Context: an optimization exercise on an open-source flow, tuned for small area, a short achievable clock period and few clock cycles per item. The choices shown serve that exercise and are no tape-out recipe. Only simulation tests tie the RTL to the original design; equivalence was not proved. Power and IR drop assume default switching activity.

Setup of wip/umber:
==> flow/design.v <==
module mlp_sequencer #(
   parameter int N1        = 98,
   parameter int N2        = 10,
   parameter int W_K       = 4,
   parameter int W_X       = 8,
   parameter int W_OUT     = 16,
   parameter int ACT_SHIFT = 4,
   parameter int OUT_SHIFT = 8
) (
   input  logic                         clk,
   input  logic                         rstn,
   input  logic                         s_valid,
   output logic                         s_ready,
   input  logic [W_X-1:0]               s_data,
   output logic                         m_valid,
   input  logic                         m_ready,
   output logic [W_OUT-1:0]             m_data,
   output logic                         busy,
   output logic [1:0]                   w_sel,
   output logic [$clog2(N2+1)-1:0]      w_neuron,
   output logic [$clog2(N1/2+1)-1:0]    w_idx,
   input  logic [W_K-1:0]               w_data,
   output logic [W_K-1:0]               tanh_idx,
   input  logic [W_OUT-1:0]             tanh_data
);
   localparam int HALF   = N1 / 2;
   localparam int NEU_W  = $clog2(N2 + 1);
   localparam int IDX_W  = $clog2(N1 / 2 + 1);
   localparam int ACC1_W = W_X + W_K + $clog2(N1 + 2) - 1;    
   localparam int ACC2_W = W_OUT + W_K + $clog2(N2 + 1) - 1;  
   localparam int XW     = (W_OUT > W_X) ? W_OUT : W_X;
   localparam int TAP    = 1;    
   localparam logic signed [ACC1_W-1:0] T_MAX = ACC1_W'(2 ** (W_K - 1) - 1);
   localparam logic signed [ACC1_W-1:0] T_MIN = ACC1_W'(-(2 ** (W_K - 1)));
   logic                     r_l2;       
   logic                     r_out;      
   logic                     r_act;      
   logic [3:0]               r_pcnt;     
   logic                     r_first;    
   logic [1:0]               r_sel;
   logic [NEU_W-1:0]         r_neu;      
   logic [IDX_W-1:0]         r_idx;
   logic signed [XW-1:0]     r_x;        
   logic [ACC2_W-ACC1_W-1:0] r_yh;       
   logic                     r_m_valid;
   logic [N2*ACC1_W-1:0]     r_ring;
   logic                     r_mz, r_m2;  
   logic                     r_rdy;      
   logic                     r_neg0, r_one0, r_two0, r_neg1, r_one1, r_two1;
   logic                     w_bias, w_rdy, w_acc, w_last, w_mac, w_xld;
   logic [3:0]               w_pcnt;
   logic signed [XW-1:0]     w_x;
   logic [NEU_W-1:0]         w_neu_n;
   logic signed [ACC1_W-1:0] w_head, w_tap, w_sh;
   logic signed [ACC2_W-1:0] w_y;
   logic signed [ACC2_W-1:0] w_a, w_sum;
   logic [W_K-1:0]           w_t;
   assign w_head  = r_ring[ACC1_W-1:0];
   assign w_y     = {r_yh, r_ring[N2*ACC1_W-1 -: ACC1_W]};
   assign w_tap   = r_ring[TAP*ACC1_W +: ACC1_W];
   assign w_bias  = r_idx == IDX_W'(HALF);
   assign w_rdy   = r_rdy;
   assign w_acc   = s_valid && w_rdy;
   assign w_last  = r_pcnt == 4'd9;
   assign w_mac   = r_l2 || (!r_out && (r_act || w_bias || w_acc));
   always_comb begin
      if (r_l2 || r_out) w_pcnt = (r_pcnt == 4'd13) ? r_pcnt : r_pcnt + 1'b1;
      else if (!r_act) w_pcnt = 4'd1;
      else if (w_last && w_bias && r_sel != 2'd0) w_pcnt = '0;
      else w_pcnt = r_pcnt + 1'b1;
   end
   always_comb begin
      w_xld = 1'b1;
      w_x   = $signed(tanh_data);
      if (r_out) begin
         w_xld = r_pcnt == 4'd12;
         w_x   = XW'(w_y >>> OUT_SHIFT);
      end else if (!r_l2) begin
         w_xld = !r_act;
         w_x   = w_bias ? XW'(1) : XW'($signed(s_data));
      end else if (r_pcnt == 4'd10) begin
         w_x   = XW'(1);
      end
   end
   assign w_neu_n = (r_neu == NEU_W'(N2 - 1)) ? '0 : r_neu + 1'b1;
   assign s_ready  = rstn && w_rdy;
   assign busy     = rstn && !w_rdy;
   assign w_sel    = r_sel;
   assign w_neuron = r_neu;
   assign w_idx    = r_idx;
   assign tanh_idx = w_t;
   assign m_valid  = r_m_valid;
   assign m_data   = r_x;
   logic [XW:0]          b_x, b_x2, b_pp0, b_pp1;
   logic [ACC2_W-1:0]    c_r1, c_r2, c_s, c_c;
   assign b_x    = {r_x[XW-1], r_x};
   assign b_x2   = {r_x, 1'b0};
   assign b_pp0  = (({(XW+1){r_one0}} & b_x) | ({(XW+1){r_two0}} & b_x2)) ^ {(XW+1){r_neg0}};
   assign b_pp1  = (({(XW+1){r_one1}} & b_x) | ({(XW+1){r_two1}} & b_x2)) ^ {(XW+1){r_neg1}};
   assign w_a    = r_mz ? '0 : r_m2 ? w_y : ACC2_W'(w_head);
   assign c_r1   = {4'b1111, ~b_pp0[XW], b_pp0[XW], b_pp0[XW], b_pp0[XW-1:0]};
   assign c_r2   = {4'b0000, ~b_pp1[XW], b_pp1[XW-1:0], r_neg1, r_neg0};
   assign c_s    = w_a ^ c_r1 ^ c_r2;
   assign c_c    = (w_a & c_r1) | (w_a & c_r2) | (c_r1 & c_r2);
   logic [ACC2_W:0] c_sum;
   localparam int CPA_W = ACC2_W + 1;
   logic [CPA_W-1:0] k_a, k_b, k_g0, k_p0;
   logic [CPA_W-1:0] k_G, k_P;
   assign k_a  = {c_s, r_neg1};
   assign k_b  = {c_c[ACC2_W-2:0], r_neg1, r_neg1};
   assign k_g0 = k_a & k_b;
   assign k_p0 = k_a ^ k_b;
   always_comb begin
      k_G = k_g0;
      k_P = k_p0;
      for (int d = 1; d < CPA_W; d = d * 2)
         for (int i = 0; i < CPA_W; i++)
            if ((i / d) % 2 == 1) begin
               k_G[i] = k_G[i] | (k_P[i] & k_G[(i / d) * d - 1]);
               k_P[i] = k_P[i] & k_P[(i / d) * d - 1];
            end
   end
   assign c_sum  = k_p0 ^ {k_G[CPA_W-2:0], 1'b0};
   assign w_sum  = c_sum[ACC2_W:1];
   always_comb begin
      w_sh = w_tap >>> ACT_SHIFT;
      if (w_sh > T_MAX)      w_t = W_K'(2 ** W_K - 1);
      else if (w_sh < T_MIN) w_t = '0;
      else                   w_t = W_K'(w_sh) ^ W_K'(2 ** (W_K - 1));
   end
   always_ff @(posedge clk) begin
      r_ring <= {w_sum[ACC1_W-1:0], r_ring[N2*ACC1_W-1:ACC1_W]};
      r_neg0 <= w_mac & w_data[1];
      r_one0 <= w_mac & w_data[0];
      r_two0 <= w_mac & w_data[1] & ~w_data[0];
      r_neg1 <= w_mac & w_data[3] & ~(w_data[2] & w_data[1]);
      r_one1 <= w_mac & (w_data[2] ^ w_data[1]);
      r_two1 <= w_mac & ((w_data[3] & ~w_data[2] & ~w_data[1]) | (~w_data[3] & w_data[2] & w_data[1]));
      r_pcnt <= w_pcnt;
      r_mz   <= r_l2 ? r_pcnt == 4'd0 : r_first;
      r_m2   <= r_l2;
      if (w_xld) r_x <= w_x;
      r_yh   <= w_sum[ACC2_W-1:ACC1_W];
   end
   always_ff @(posedge clk) begin
      if (!rstn) begin
         r_l2      <= 1'b0;
         r_out     <= 1'b0;
         r_act     <= 1'b0;
         r_first   <= 1'b1;
         r_sel     <= '0;
         r_neu     <= '0;
         r_idx     <= '0;
         r_m_valid <= 1'b0;
         r_rdy     <= 1'b1;
      end else begin
         r_neu <= w_neu_n;
         if (r_out && r_pcnt == 4'd12) r_m_valid <= 1'b1;
         else if (m_ready) r_m_valid <= 1'b0;
         if (r_out) begin
            if (r_pcnt == 4'd13 && m_ready) begin
               r_out <= 1'b0;
               r_rdy <= 1'b1;
            end
         end else if (r_l2) begin
            r_idx <= IDX_W'(w_neu_n);
            if (r_pcnt == 4'd9) begin
               r_idx <= IDX_W'(N2);
            end else if (r_pcnt == 4'd10) begin
               r_l2    <= 1'b0;
               r_out   <= 1'b1;
               r_first <= 1'b1;
               r_sel   <= '0;
               r_idx   <= '0;
            end
         end else if (!r_act) begin
            if (w_bias) begin
               r_act <= 1'b1;
               r_rdy <= 1'b0;
            end else if (w_acc) begin
               if (|s_data) begin
                  r_act <= 1'b1;
                  r_rdy <= 1'b0;
               end else begin
                  r_idx <= r_idx + 1'b1;
                  r_rdy <= r_idx != IDX_W'(HALF - 1);
               end
            end
         end else if (w_last) begin
            r_act   <= 1'b0;
            r_first <= 1'b0;
            if (!w_bias) begin
               r_idx <= r_idx + 1'b1;
               r_rdy <= r_idx != IDX_W'(HALF - 1);
            end else if (r_sel == 2'd0) begin
               r_sel <= 2'd1;
               r_idx <= '0;
               r_rdy <= 1'b1;
            end else begin
               r_l2  <= 1'b1;
               r_sel <= 2'd2;
               r_idx <= IDX_W'(w_neu_n);
            end
         end
      end
   end
endmodule
Settings: LEC_CHECK=0, CAP_MARGIN=20, CORE_MARGIN=2, CORE_UTILIZATION=40, CTS_BUF_LIST=sky130_fd_sc_hd__clkbuf_16, CTS_CLUSTER_DIAMETER=120, CTS_CLUSTER_SIZE=25, PLACE_DENSITY=0.8, SETUP_SLACK_MARGIN=4.45, SLEW_MARGIN=20, TNS_END_PERCENT=50; clock period 8.0 ns.
standard.sh (not shown) runs the stock make flow with config.mk's settings and CLKGATE_MAP_FILE= SYNTH_SCRIPT=/design/flow/synth_recipe.tcl, a recipe that flattens the netlist after the stock synthesis.
==> flow/flow/run.sh <==
#!/bin/bash
# Standard layout with two changes: port buffers are plain buf_1 cells, and
# after placement the reset port buffer keeps only the gates of s_ready and
# busy, while a new buffer drives the rest of the reset net (flow/iso.tcl).
set -e
export BUFFER_PORTS_ARGS="-buffer_cell sky130_fd_sc_hd__buf_1"
bash standard.sh place > standard_place.log 2>&1
RES=$PWD/orfs/results/sky130hd/mlp_sequencer/base
RES=$RES OUT=$RES/3_place.odb openroad -no_init -exit flow/iso.tcl > iso.log 2>&1
bash standard.sh finish > standard_finish.log 2>&1
Other scripts of this flow, unchanged in this note and not shown: flow/flow/iso.tcl
Testbench counts of wip/umber, summed over its fixed seeds: cycles 89,766, items 96.
diff inputs: wip/umber => wip/juniper
diff --git a/flow/config.mk b/flow/config.mk
--- a/flow/config.mk
+++ b/flow/config.mk
@@ -13,5 +13,4 @@
 export CTS_CLUSTER_SIZE = 25
 export PLACE_DENSITY = 0.8
-export SETUP_SLACK_MARGIN = 4.45
+export SETUP_SLACK_MARGIN = 4.5
 export SLEW_MARGIN = 20
-export TNS_END_PERCENT = 50
In the reports for wip/juniper and wip/umber, the larger design area belongs to wip/juniper.
The lower power drawn by the combinational cells of wip/juniper and wip/umber is in wip/umber.
Compared with wip/umber, wip/juniper shows a wire length that is about 4% higher.
Modified inputs, wip/lagoon compared to wip/juniper
diff --git a/flow/config.mk b/flow/config.mk
--- a/flow/config.mk
+++ b/flow/config.mk
@@ -13,4 +13,4 @@
 export CTS_CLUSTER_SIZE = 25
 export PLACE_DENSITY = 0.8
-export SETUP_SLACK_MARGIN = 4.5
+export SETUP_SLACK_MARGIN = 4.45
 export SLEW_MARGIN = 20
Notes after the runs:
When the final numbers for wip/juniper and wip/lagoon were put side by side, the count of non-CTS buffers in the layout turned out to be smaller in wip/lagoon. | cell-internal power | higher: wip/juniper |. On fraction of the cycle the final worst path needs, wip/juniper and wip/lagoon are neck and neck. wip/lagoon vs wip/juniper: sum of routed wire length over all layers down by a few percent. Delta (wip/lagoon minus wip/juniper): peak supply drop higher, global-route track usage on met1 lower.
Edits applied to the flow inputs when going from wip/lagoon to wip/sierra:
diff --git a/flow/config.mk b/flow/config.mk
--- a/flow/config.mk
+++ b/flow/config.mk
@@ -13,4 +13,5 @@
 export CTS_CLUSTER_SIZE = 25
 export PLACE_DENSITY = 0.8
-export SETUP_SLACK_MARGIN = 4.45
+export SETUP_SLACK_MARGIN = 4.4
 export SLEW_MARGIN = 20
+export TNS_END_PERCENT = 20
==> comparison <==
Worst setup slack in wip/sierra is 0.054 ns below wip/lagoon. [compare] base=wip/lagoon new=wip/sierra: total power flat, total wirelength of the detailed-routed design went up, total area of multi-input combinational cells -about 0.4%, utilization closely matched the old numbers. wip/sierra -> wip/lagoon: share of the final layout cell area in multi-input gates flat.
For wip/pepper, these inputs were changed with respect to wip/sierra:
diff --git a/flow/config.mk b/flow/config.mk
--- a/flow/config.mk
+++ b/flow/config.mk
@@ -10,8 +10,8 @@
 export CORE_UTILIZATION = 40
 export CTS_BUF_LIST = sky130_fd_sc_hd__clkbuf_16
-export CTS_CLUSTER_DIAMETER = 120
-export CTS_CLUSTER_SIZE = 25
+export CTS_CLUSTER_DIAMETER = 150
+export CTS_CLUSTER_SIZE = 28
 export PLACE_DENSITY = 0.8
-export SETUP_SLACK_MARGIN = 4.4
+export SETUP_SLACK_MARGIN = 4.45
 export SLEW_MARGIN = 20
 export TNS_END_PERCENT = 20
Re multiplexer share of the synthesized area: no difference whatsoever between wip/sierra and wip/pepper. wip/pepper against wip/sierra: final cell area excluding filler cells saw a decrease; total of fill cells in the finished design went up 13; number of synthesized flops with an enable pin stayed essentially flat. wip/pepper vs wip/sierra, met1 capacity usage during global routing went down by 1.5 points. Relative to wip/sierra, setup slack of the most critical reg-to-reg path has increased by 0.14 ns in wip/pepper. wip/pepper vs wip/sierra: average wire length per cell after detail routing down. Buffering stage count on the worst path with inverters included (lower): wip/pepper. In wip/pepper relative to wip/sierra, placer's final routability congestion estimate had gone up by a few percent.

-- re-timing with driven ports --
The flow's constraints put no driver on any port. The routed layouts listed below were extracted and timed again, unchanged, in two steps.
Step 1: set_driving_cell puts a clkbuf_16 on clk and a buf_2 on each other input, an assumption about the parent block.
Step 2, shift: input delay + t, output delay - t, t = (earliest + latest rising clock arrival at the registers) / 2. This alone moves slack from input paths to output paths.
a / b / c = no drivers / after step 1 / after step 2; a / b = the first two.
run | t (ns) | setup slack, ns | worst hold slack (ns)
wip/umber | 0.514 | 4.408 / 4.358 / 4.358 | 0.331 / 0.331 / 0.331
wip/juniper | 0.512 | 4.434 / 4.392 / 4.392 | 0.331 / 0.331 / 0.331
wip/lagoon | 0.514 | 4.432 / 4.385 / 4.385 | 0.331 / 0.331 / 0.331
wip/sierra | 0.508 | 4.378 / 4.325 / 4.325 | 0.331 / 0.331 / 0.331
wip/pepper | 0.518 | 4.432 / 4.384 / 4.384 | 0.327 / 0.327 / 0.327
After both steps setup and hold are still met in every run listed. The setup slack of wip/sierra, which loses most, moves by -0.053 ns with the drivers and by -0.053 ns with both steps.
